Context: an optimization exercise on an open-source flow, tuned for small area, a short achievable clock period and few clock cycles per item. The choices shown serve that exercise and are no tape-out recipe.
Power figures rest on the tool's default switching activity, not on a simulated workload.

lane 3:
==> flow/design.v (excerpt) <==
module rgb_to_ycbcr_block_builder_unit (
  input  wire logic              clk_i,
  input  wire logic              rst_ni,
  input  wire logic              in_vld_i,
  output logic                   in_stall_o,
  input  wire logic              kind_i,
  input  wire logic [7:0]        red_i,
  input  wire logic [7:0]        green_i,
  input  wire logic [7:0]        blue_i,
  output logic                   out_vld_o,
  input  wire logic              out_stall_i,
  output logic                   pixel_taken_o,
  output logic                   sample_valid_o,
  output logic signed [8:0]      sample_o,
  output logic        [1:0]      block_type_o,
  output logic        [5:0]      element_index_o,
  output logic                   last_of_block_o
);
  localparam int unsigned FD = 8;      
  localparam int unsigned FW = 3;      
  localparam int unsigned TQ = 3;      
  localparam logic [1:0] T_NONE   = rybb_pkg::TOK_NONE;
  localparam logic [1:0] T_TAKEN  = rybb_pkg::TOK_TAKEN;
  localparam logic [1:0] T_SAMPLE = rybb_pkg::TOK_SAMPLE;
  logic       stall_q;
  logic       pend_q;
  logic [7:0] cnt_q;
  logic [5:0] wph_q;      
  logic       accept, take_px, take_pl;
  ...
Size: about 3100 cells after synthesis, roughly 48000 sq um of cells after synthesis.
==> flow/config.mk <==
export PLATFORM = sky130hd
export DESIGN_NAME = rgb_to_ycbcr_block_builder_unit
export DESIGN_NICKNAME = rgb_to_ycbcr_block_builder_unit
export VERILOG_FILES = /design/flow/design.v
export SDC_FILE = /design/flow/constraint.sdc
export NUM_CORES = 4
export LEC_CHECK = 0
export CAP_MARGIN = 20
export CORE_MARGIN = 2
export CORE_UTILIZATION = 65
export CTS_CLUSTER_DIAMETER = 100
export CTS_CLUSTER_SIZE = 30
export SETUP_SLACK_MARGIN = 4.4
export SLEW_MARGIN = 20
==> flow/constraint.sdc <==
create_clock -name core_clock -period 7.0 [get_ports {clk_i}]
set_input_delay 1.4000 -clock core_clock [delete_from_list [all_inputs] [get_ports {clk_i}]]
set_output_delay 1.4000 -clock core_clock [all_outputs]
set_load 0.01 [all_outputs]
run.sh (not shown) runs the stock make flow with config.mk's settings and CLKGATE_MAP_FILE= SYNTH_SCRIPT=/design/flow/synth_recipe.tcl, a recipe that flattens the netlist after the stock synthesis.
Inputs modified between lane 3 and lane 2:
-- flow/design.v --
<<< lane 3, line 20
);
  logic [7:0] r0, g0, b0;
  always_ff @(posedge clk_i) begin
    r0 <= r_i;
    g0 <= g_i;
    b0 <= b_i;
  end
  logic [9:0] e_m, e_s, e_c;
  assign e_m = ~{1'b0, g0, 1'b0};
>>> lane 2, line 20
);
  logic [7:0] r0, g0, b0;
  assign r0 = r_i;
  assign g0 = g_i;
  assign b0 = b_i;
  logic [9:0] e_m, e_s, e_c;
  assign e_m = ~{1'b0, g0, 1'b0};
<<< lane 3, line 210
  wire [15:0] tr_a = {~d11[8], tr_44, tr_42, tr_40, tr_38, tr_36, tr_34, tr_32, tr_30, tr_28, tr_26, tr_24, tr_22, tr_20, ~d21[1], ~d21[0]};
  wire [15:0] tr_b = {tr_45, tr_43, tr_41, tr_39, tr_37, tr_35, tr_33, tr_31, tr_29, tr_27, tr_25, tr_23, tr_21, 1'b1, 1'b0, 1'b1};
  function automatic logic [6:0] lo_gp(input logic [7:0] a, input logic [7:0] b);
    logic [7:0] g, p;
    g = a & b;
    p = a | b;
    lo_gp = {g[7] | (p[7] & g[6]), p[7] & p[6],
             g[5] | (p[5] & g[4]), p[5] & p[4],
             g[3] | (p[3] & g[2]), p[3] & p[2],
             g[1] | (p[1] & g[0])};
  endfunction
  function automatic logic lo_carry(input logic [6:0] gp);
    logic g10, g30, g50;
    g10 = gp[0];
    g30 = gp[2] | (gp[1] & g10);
    g50 = gp[4] | (gp[3] & g30);
    lo_carry = gp[6] | (gp[5] & g50);
  endfunction
  logic [7:0] g2, ya2, yb2, ba2, bb2, ra2, rb2;
  logic [6:0] ygp2, bgp2, rgp2;
  always_ff @(posedge clk_i) begin
    g2   <= g1;
>>> lane 2, line 208
  wire [15:0] tr_a = {~d11[8], tr_44, tr_42, tr_40, tr_38, tr_36, tr_34, tr_32, tr_30, tr_28, tr_26, tr_24, tr_22, tr_20, ~d21[1], ~d21[0]};
  wire [15:0] tr_b = {tr_45, tr_43, tr_41, tr_39, tr_37, tr_35, tr_33, tr_31, tr_29, tr_27, tr_25, tr_23, tr_21, 1'b1, 1'b0, 1'b1};
  function automatic logic [2:0] lo_gp(input logic [7:0] a, input logic [7:0] b);
    logic [7:0] g, p;
    logic lo, hi;
    g  = a & b;
    p  = a | b;
    lo = g[3] | (p[3] & g[2]) | (p[3] & p[2] & g[1]) | (p[3] & p[2] & p[1] & g[0]);
    hi = g[7] | (p[7] & g[6]) | (p[7] & p[6] & g[5]) | (p[7] & p[6] & p[5] & g[4]);
    lo_gp = {hi, &p[7:4], lo};
  endfunction
  logic [7:0] g2, ya2, yb2, ba2, bb2, ra2, rb2;
  logic [2:0] ygp2, bgp2, rgp2;
  always_ff @(posedge clk_i) begin
    g2   <= g1;
<<< lane 3, line 241
  end
  logic yc, bc, rc;
  assign yc = lo_carry(ygp2);
  assign bc = lo_carry(bgp2);
  assign rc = lo_carry(rgp2);
  always_ff @(posedge clk_i) begin
    y_o  <= g2 + ya2 + yb2 + {7'b0, yc};
>>> lane 2, line 232
  end
  logic yc, bc, rc;
  assign yc = ygp2[2] | (ygp2[1] & ygp2[0]);
  assign bc = bgp2[2] | (bgp2[1] & bgp2[0]);
  assign rc = rgp2[2] | (rgp2[1] & rgp2[0]);
  always_ff @(posedge clk_i) begin
    y_o  <= g2 + ya2 + yb2 + {7'b0, yc};
<<< lane 3, line 316
    wph_q <= take_px ? 6'd0 : wph_q + 6'd1;
  end
  logic [7:0] y_c, cb_c, cr_c;
  rybb_conv u_conv (
    .clk_i (clk_i),
    .r_i   (red_i),
    .g_i   (green_i),
    .b_i   (blue_i),
    .y_o   (y_c),
    .cb_o  (cb_c),
>>> lane 2, line 307
    wph_q <= take_px ? 6'd0 : wph_q + 6'd1;
  end
  logic [7:0]  y_c, cb_c, cr_c;
  logic [23:0] ring_q [64];
  rybb_conv u_conv (
    .clk_i (clk_i),
    .r_i   (ring_q[0][23:16]),
    .g_i   (ring_q[0][15:8]),
    .b_i   (ring_q[0][7:0]),
    .y_o   (y_c),
    .cb_o  (cb_c),
<<< lane 3, line 338
    wlast_q <= {wlast_q[2:0], cnt_last_px};
  end
  logic [23:0] ring_q [64];
  always_ff @(posedge clk_i) begin
    ring_q[0] <= wr_q[3] ? {cr_c, cb_c, y_c} : ring_q[63];
    for (int i = 1; i < 64; i++) ring_q[i] <= ring_q[i-1];
  end
  logic          rd_act_q;    
>>> lane 2, line 330
    wlast_q <= {wlast_q[2:0], cnt_last_px};
  end
  always_ff @(posedge clk_i) begin
    ring_q[0] <= take_px ? {red_i, green_i, blue_i} : ring_q[63];
    for (int i = 1; i < 64; i++) ring_q[i] <= ring_q[i-1];
    ring_q[4] <= wr_q[3] ? {cr_c, cb_c, y_c} : ring_q[3];
  end
  logic          rd_act_q;    
<<< lane 3, line 350
  logic [23:0]   tap;
  logic [7:0]    rd_byte;
  assign rd  = rd_act_q && (pos_q[2:0] == 3'd7) && !fth_q[FD-1];
  assign tap = ring_q[{pos_q[5:3], 3'd7}];
  always_comb begin
    unique case (rn_q[7:6])
>>> lane 2, line 342
  logic [23:0]   tap;
  logic [7:0]    rd_byte;
  assign rd  = rd_act_q && (pos_q[2:0] == 3'd3) && !fth_q[FD-1];
  assign tap = ring_q[{pos_q[5:3], 3'd3}];
  always_comb begin
    unique case (rn_q[7:6])
<<< lane 3, line 371
  always_ff @(posedge clk_i) begin
    if (wr_q[3] && wlast_q[3]) begin
      pos_q <= 6'd63;
      rn_q  <= '0;
    end else if (rd) begin
>>> lane 2, line 363
  always_ff @(posedge clk_i) begin
    if (wr_q[3] && wlast_q[3]) begin
      pos_q <= 6'd3;
      rn_q  <= '0;
    end else if (rd) begin
==> results.txt <==
Lane 2 against lane 3; via count of the first global-routing pass is up slightly.
Taking lane 3 as the reference, in lane 2 reg2reg setup slack went down by 0.05 ns; power +about 2%; total non-filler cell area in the finished layout decreased by 1.7% relative to the old numbers; part of the total power dissipated in combinational logic increased by 1.0 points relative to the old numbers; final weighted congestion in routability-driven placement grew by 0.37%.
In lane 2, the met1 wire length came out 1400 um above the value in lane 3.
Looking at worst-margin pin slew, lane 2 sits 0.070 ns below lane 3.
Clock-buffer cell count is higher on lane 3
No run of this note included a check of the RTL's function; only the layout flow was run.

port drivers added, routing unchanged:
How much do the figures lean on ideal ports? The routed layouts below were timed once more, with nothing changed but the port constraints.
Step 1: set_driving_cell puts a clkbuf_16 on clk_i and a buf_2 on each other input, an assumption about the parent block.
Step 2, shift: input delay + t, output delay - t, t = (earliest + latest rising clock arrival at the registers) / 2. This alone moves slack from input paths to output paths.
Slacks: ideal ports / drivers / drivers and shift; pairs: ideal ports / drivers.
run	shift t [ns]	slack for setup (ns)	worst setup path after step 2	worst register clock-pin slew, ns
lane 3	0.713	4.417 / 4.353 / 3.825	input to register	0.11 / 0.11
lane 2	0.713	4.344 / 4.279 / 3.820	input to register	0.12 / 0.12
After both steps setup and hold are still met in every run listed. The setup slack of lane 3, which loses most, moves by -0.064 ns with the drivers and by -0.592 ns with both steps.
